This design comes from an exercise in tuning for small area, a short achievable clock period and few clock cycles per item on the open sky130 flow, not from production work.
Where RTL was checked, it was by simulation tests only, not by an equivalence proof against the original.
Power and IR drop assume default switching activity.

==> flow/design.v (excerpt) <==
module byte_range_header_parser_core #(
   parameter int MAX_RANGE_COUNT = brhp_pkg::DEFAULT_MAX_RANGE_COUNT,
   parameter int OFFSET_BITS     = brhp_pkg::DEFAULT_OFFSET_BITS
) (
   input  logic                                clock,
   input  logic                                reset,
   input  logic                                req_tvalid,
   output logic                                req_tready,
   input  logic [brhp_pkg::BYTE_BITS-1:0]      req_tdata,    
   input  logic                                req_tlast,    
   output logic                                rsp_tvalid,
   input  logic                                rsp_tready,
   output logic [brhp_pkg::RSP_DATA_BITS-1:0]  rsp_tdata,
   output logic                                rsp_tlast,    
   input  logic                                csr_wr_en,
   input  logic [brhp_pkg::FILE_SIZE_BITS-1:0] csr_wr_data   
);
Settings: LEC_CHECK=0, CAP_MARGIN=20, CORE_MARGIN=2, CORE_UTILIZATION=50, SLEW_MARGIN=20, TNS_END_PERCENT=0; clock period 13.0 ns.
standard.sh (not shown) runs the stock make flow with config.mk's settings and CLKGATE_MAP_FILE= SYNTH_SCRIPT=/design/flow/synth_recipe.tcl, a recipe that flattens the netlist after the stock synthesis.
==> flow/flow/run.sh <==
#!/bin/bash
# The standard layout (standard.sh: ORFS synth to finish at the design's clock
# and constraints), with two changes to how the layout is made:
#  - timing repair keeps working until 9 ns of setup slack (a 4 ns target) instead
#    of stopping at 0;
#  - the port buffers that the flow puts on every input and output are the plain
#    buf_1 cell rather than the resizer's default pick (a 10 um2 delay buffer);
#    the resizer may still size them up.
# Every tool's output goes to standard.log in this folder (ORFS's own per-step
# logs stay under orfs/logs).
export SETUP_SLACK_MARGIN=9
export BUFFER_PORTS_ARGS="-buffer_cell sky130_fd_sc_hd__buf_1"
bash standard.sh > standard.log 2>&1
Change:
--- a/flow/flow/run.sh
+++ b/flow/flow/run.sh
@@ -9,5 +9,5 @@
 # Every tool's output goes to standard.log in this folder (ORFS's own per-step
 # logs stay under orfs/logs).
-export SETUP_SLACK_MARGIN=9
+export SETUP_SLACK_MARGIN=9.2
 export BUFFER_PORTS_ARGS="-buffer_cell sky130_fd_sc_hd__buf_1"
 bash standard.sh > standard.log 2>&1
Settings changed: TNS_END_PERCENT 0 to not set.
Result:
- first-iteration DRC count goes up by about 3.8%
- core utilization goes up by 6.6 points
- power goes up by about 5.4%
No run of this note included a check of the RTL's function; only the layout flow was run.


byte_range_header_parser_core, a different RTL version from the one above (not shown whole).
Size: about 230 flip-flops, about 230 I/O pins.
Settings: LEC_CHECK=0, CAP_MARGIN=20, CORE_MARGIN=2, CORE_UTILIZATION=50, SLEW_MARGIN=20; clock period 13.0 ns.
==> flow/flow/run.sh <==
#!/bin/bash
# The standard layout (standard.sh: ORFS synth to finish at the design's clock
# and constraints), with two changes to how the layout is made:
#  - timing repair keeps working until 9 ns of setup slack (a 4 ns target) instead
#    of stopping at 0;
#  - the port buffers that the flow puts on every input and output are the plain
#    buf_1 cell rather than the resizer's default pick (a 10 um2 delay buffer);
#    the resizer may still size them up.
# Every tool's output goes to standard.log in this folder (ORFS's own per-step
# logs stay under orfs/logs).
export SETUP_SLACK_MARGIN=9
export BUFFER_PORTS_ARGS="-buffer_cell sky130_fd_sc_hd__buf_1"
bash standard.sh > standard.log 2>&1
The first run completed without violations.
Testbench counts at the start, summed over its fixed seeds: cycles 49,634, bytes 48,723.
Next try:
--- a/flow/flow/run.sh
+++ b/flow/flow/run.sh
@@ -6,8 +6,11 @@
 #  - the port buffers that the flow puts on every input and output are the plain
 #    buf_1 cell rather than the resizer's default pick (a 10 um2 delay buffer);
-#    the resizer may still size them up.
+#    the resizer may still size them up;
+#  - the resizer may size a cell to any drive strength, not only to cells with
+#    the same footprint (MATCH_CELL_FOOTPRINT=0, given on the make command line
+#    as the platform sets it).
 # Every tool's output goes to standard.log in this folder (ORFS's own per-step
 # logs stay under orfs/logs).
 export SETUP_SLACK_MARGIN=9
 export BUFFER_PORTS_ARGS="-buffer_cell sky130_fd_sc_hd__buf_1"
-bash standard.sh > standard.log 2>&1
+bash standard.sh MATCH_CELL_FOOTPRINT=0 finish > standard.log 2>&1
- sequential share of layout area fell by 0.63 points
- register-to-register slack gains 0.12 ns
- clock-buffer cell count decreases by 7
- total power rises by about 7%
- clock skew is about the same
- core utilization came out higher by 1.4 points


Setup of build 12:
RTL: one of the versions met above, not the one the previous note started from.
Size: ~1900 cells after synthesis, about 230 flip-flops, about 230 I/O pins, roughly 0.017 mm² of cells after synthesis.
Settings: LEC_CHECK=0, CAP_MARGIN=20, CORE_MARGIN=2, CORE_UTILIZATION=50, SLEW_MARGIN=20; clock period 13.0 ns.
==> flow/flow/run.sh <==
#!/bin/bash
# The standard layout (standard.sh: ORFS synth to finish at the design's clock
# and constraints), with two changes to how the layout is made:
#  - timing repair keeps working until 9 ns of setup slack (a 4 ns target) instead
#    of stopping at 0;
#  - the port buffers that the flow puts on every input and output are the plain
#    buf_1 cell rather than the resizer's default pick (a 10 um2 delay buffer);
#    the resizer may still size them up.
# Every tool's output goes to standard.log in this folder (ORFS's own per-step
# logs stay under orfs/logs).
export SETUP_SLACK_MARGIN=9
export BUFFER_PORTS_ARGS="-buffer_cell sky130_fd_sc_hd__buf_1"
bash standard.sh > standard.log 2>&1
Build 12 completed end to end with timing, DRC and antenna clean.
Here is what was changed in the inputs of build 54 compared with build 12.
-- flow/flow/run.sh --
<<< build 12, line 10
# logs stay under orfs/logs).
export SETUP_SLACK_MARGIN=9
export BUFFER_PORTS_ARGS="-buffer_cell sky130_fd_sc_hd__buf_1"
>>> build 54, line 10
# logs stay under orfs/logs).
export SETUP_SLACK_MARGIN=8.8
export BUFFER_PORTS_ARGS="-buffer_cell sky130_fd_sc_hd__buf_1"
- Total power in build 54 is 0.000024 W below build 12.
- Any difference in power drawn by the sequential cells between build 12 and build 54 is small enough to ignore.
- Of build 12 and build 54, build 54 shows the higher post-route minimum period, with build 12 below it.
- Relative contribution of combinational cells to total power was higher in build 12 than in build 54.
- Build 54 and build 12 ended up with roughly the same layout multi-input combinational cell count.
No functional check of the RTL was part of any run of this note.


Another version of the RTL of byte_range_header_parser_core (not shown whole).
For scale: about 1900 cells after synthesis, roughly 230 flip-flops, ~17000 sq um of cells after synthesis.
Settings: LEC_CHECK=0, CAP_MARGIN=20, CORE_MARGIN=2, CORE_UTILIZATION=50, SLEW_MARGIN=20; clock period 13.0 ns.
==> flow/flow/run.sh <==
#!/bin/bash
# The standard layout (standard.sh: ORFS synth to finish at the design's clock
# and constraints), with these changes to how the layout is made:
#  - timing repair keeps working until 9 ns of setup slack (a 4 ns target) instead
#    of stopping at 0;
#  - the port buffers that the flow puts on every input and output are the plain
#    buf_1 cell rather than the resizer's default pick (a 10 um2 delay buffer);
#    the resizer may still size them up;
#  - the resizer may size a cell to any drive strength, not only to cells with
#    the same footprint (MATCH_CELL_FOOTPRINT=0, given on the make command line
#    as the platform sets it).
# Every tool's output goes to standard.log in this folder (ORFS's own per-step
# logs stay under orfs/logs).
export SETUP_SLACK_MARGIN=9
export BUFFER_PORTS_ARGS="-buffer_cell sky130_fd_sc_hd__buf_1"
bash standard.sh MATCH_CELL_FOOTPRINT=0 finish > standard.log 2>&1
The baseline passed the timing, DRC and antenna checks.
Testbench counts at the start, summed over its fixed seeds: cycles 49,634, bytes 48,723.
Edit:
--- a/flow/flow/run.sh
+++ b/flow/flow/run.sh
@@ -1,5 +1,5 @@
 #!/bin/bash
 # The standard layout (standard.sh: ORFS synth to finish at the design's clock
-# and constraints), with these changes to how the layout is made:
+# and constraints), with two changes to how the layout is made:
 #  - timing repair keeps working until 9 ns of setup slack (a 4 ns target) instead
 #    of stopping at 0;
=> Sequential power barely changes. Final cell count is unchanged. Flip-flop and latch count stays the same. Non-clock buffer count stays the same. Critical path depth does not change. First-iteration DRC count does not change. Maximum frequency stays the same.


== alpha ==
Starting RTL as in the previous note.
Settings: LEC_CHECK=0, CAP_MARGIN=20, CORE_MARGIN=2, CORE_UTILIZATION=50, SLEW_MARGIN=20; clock period 13.0 ns.
==> flow/flow/run.sh <==
#!/bin/bash
# The standard layout (standard.sh: ORFS synth to finish at the design's clock
# and constraints), with these changes to how the layout is made:
#  - timing repair keeps working until 9.2 ns of setup slack (a 3.8 ns target) instead
#    of stopping at 0;
#  - the port buffers that the flow puts on every input and output are the plain
#    buf_1 cell rather than the resizer's default pick (a 10 um2 delay buffer);
#    the resizer may still size them up;
#  - the resizer may size a cell to any drive strength, not only to cells with
#    the same footprint (MATCH_CELL_FOOTPRINT=0, given on the make command line
#    as the platform sets it).
# Every tool's output goes to standard.log in this folder (ORFS's own per-step
# logs stay under orfs/logs).
export SETUP_SLACK_MARGIN=9.2
export BUFFER_PORTS_ARGS="-buffer_cell sky130_fd_sc_hd__buf_1"
bash standard.sh MATCH_CELL_FOOTPRINT=0 finish > standard.log 2>&1
Testbench counts of alpha, summed over its fixed seeds: cycles 49,634, bytes 48,723.
#### Input delta (beta over alpha)
==> flow/flow/run.sh <==
#!/bin/bash
# The standard layout (standard.sh: ORFS synth to finish at the design's clock
# and constraints), with two changes to how the layout is made:
#  - timing repair keeps working until 9 ns of setup slack (a 4 ns target) instead
#    of stopping at 0;
#  - the port buffers that the flow puts on every input and output are the plain
#    buf_1 cell rather than the resizer's default pick (a 10 um2 delay buffer);
#    the resizer may still size them up.
# Every tool's output goes to standard.log in this folder (ORFS's own per-step
# logs stay under orfs/logs).
export SETUP_SLACK_MARGIN=9
export BUFFER_PORTS_ARGS="-buffer_cell sky130_fd_sc_hd__buf_1"
bash standard.sh > standard.log 2>&1
Results
- [compare] base=alpha new=beta: share of the core filled with cells in the final layout fell 2.4 points; cell count along the critical path shows an increase of 9; final period utilization higher; post-route standard cell area excluding fillers now smaller.
- Between alpha and beta, aggregate routed wire length is higher for beta, alpha comes in under that.
- Of the two values seen for slowest cell on the critical path, sky130_fd_sc_hd__a221o_1 was produced by beta and sky130_fd_sc_hd__dfxtp_4 by alpha.

-- port drivers added, routing unchanged --
Ports are ideal in the flow. The routed layouts listed here were re-timed in OpenROAD.
Step 1 sets driving cells, clkbuf_16 on the clock port and buf_2 on the other inputs (assumed; they add their load-dependent delay and slew).
Step 2 times the ports against the registers' clock, not the clock port: input delays grow and output delays shrink by t, the midpoint of the rising clock arrivals with the driver on.
Slacks: ideal ports / drivers / drivers and shift; pairs: ideal ports / drivers.
run	t (ns)	setup WS [ns]	worst hold slack (ns)	worst data-port slew with drivers (ns)
the first run of note 1	0.614	8.871 / 8.891 / 8.291	0.471 / 0.471 / 0.471	0.04
the second run of note 1	0.624	9.092 / 9.038 / 8.609	0.459 / 0.459 / 0.459	0.04
the first run of note 2	0.599	8.918 / 8.918 / 8.372	0.453 / 0.453 / 0.453	0.04
the second run of note 2	0.603	8.885 / 8.917 / 8.314	0.452 / 0.452 / 0.452	0.04
build 12	0.620	9.022 / 8.986 / 8.435	0.458 / 0.458 / 0.458	0.04
build 54	0.624	8.842 / 8.863 / 8.250	0.459 / 0.459 / 0.459	0.04
the first run of note 4	0.602	9.005 / 8.976 / 8.435	0.477 / 0.477 / 0.477	0.04
the second run of note 4	0.602	9.005 / 8.976 / 8.435	0.477 / 0.477 / 0.477	0.04
alpha	0.600	9.230 / 9.179 / 8.692	0.467 / 0.467 / 0.467	0.06
beta	0.607	9.007 / 8.998 / 8.429	0.460 / 0.460 / 0.460	0.07
After both steps setup and hold are still met in every run listed. The setup slack of build 54, which loses most, moves by +0.021 ns with the drivers and by -0.592 ns with both steps.
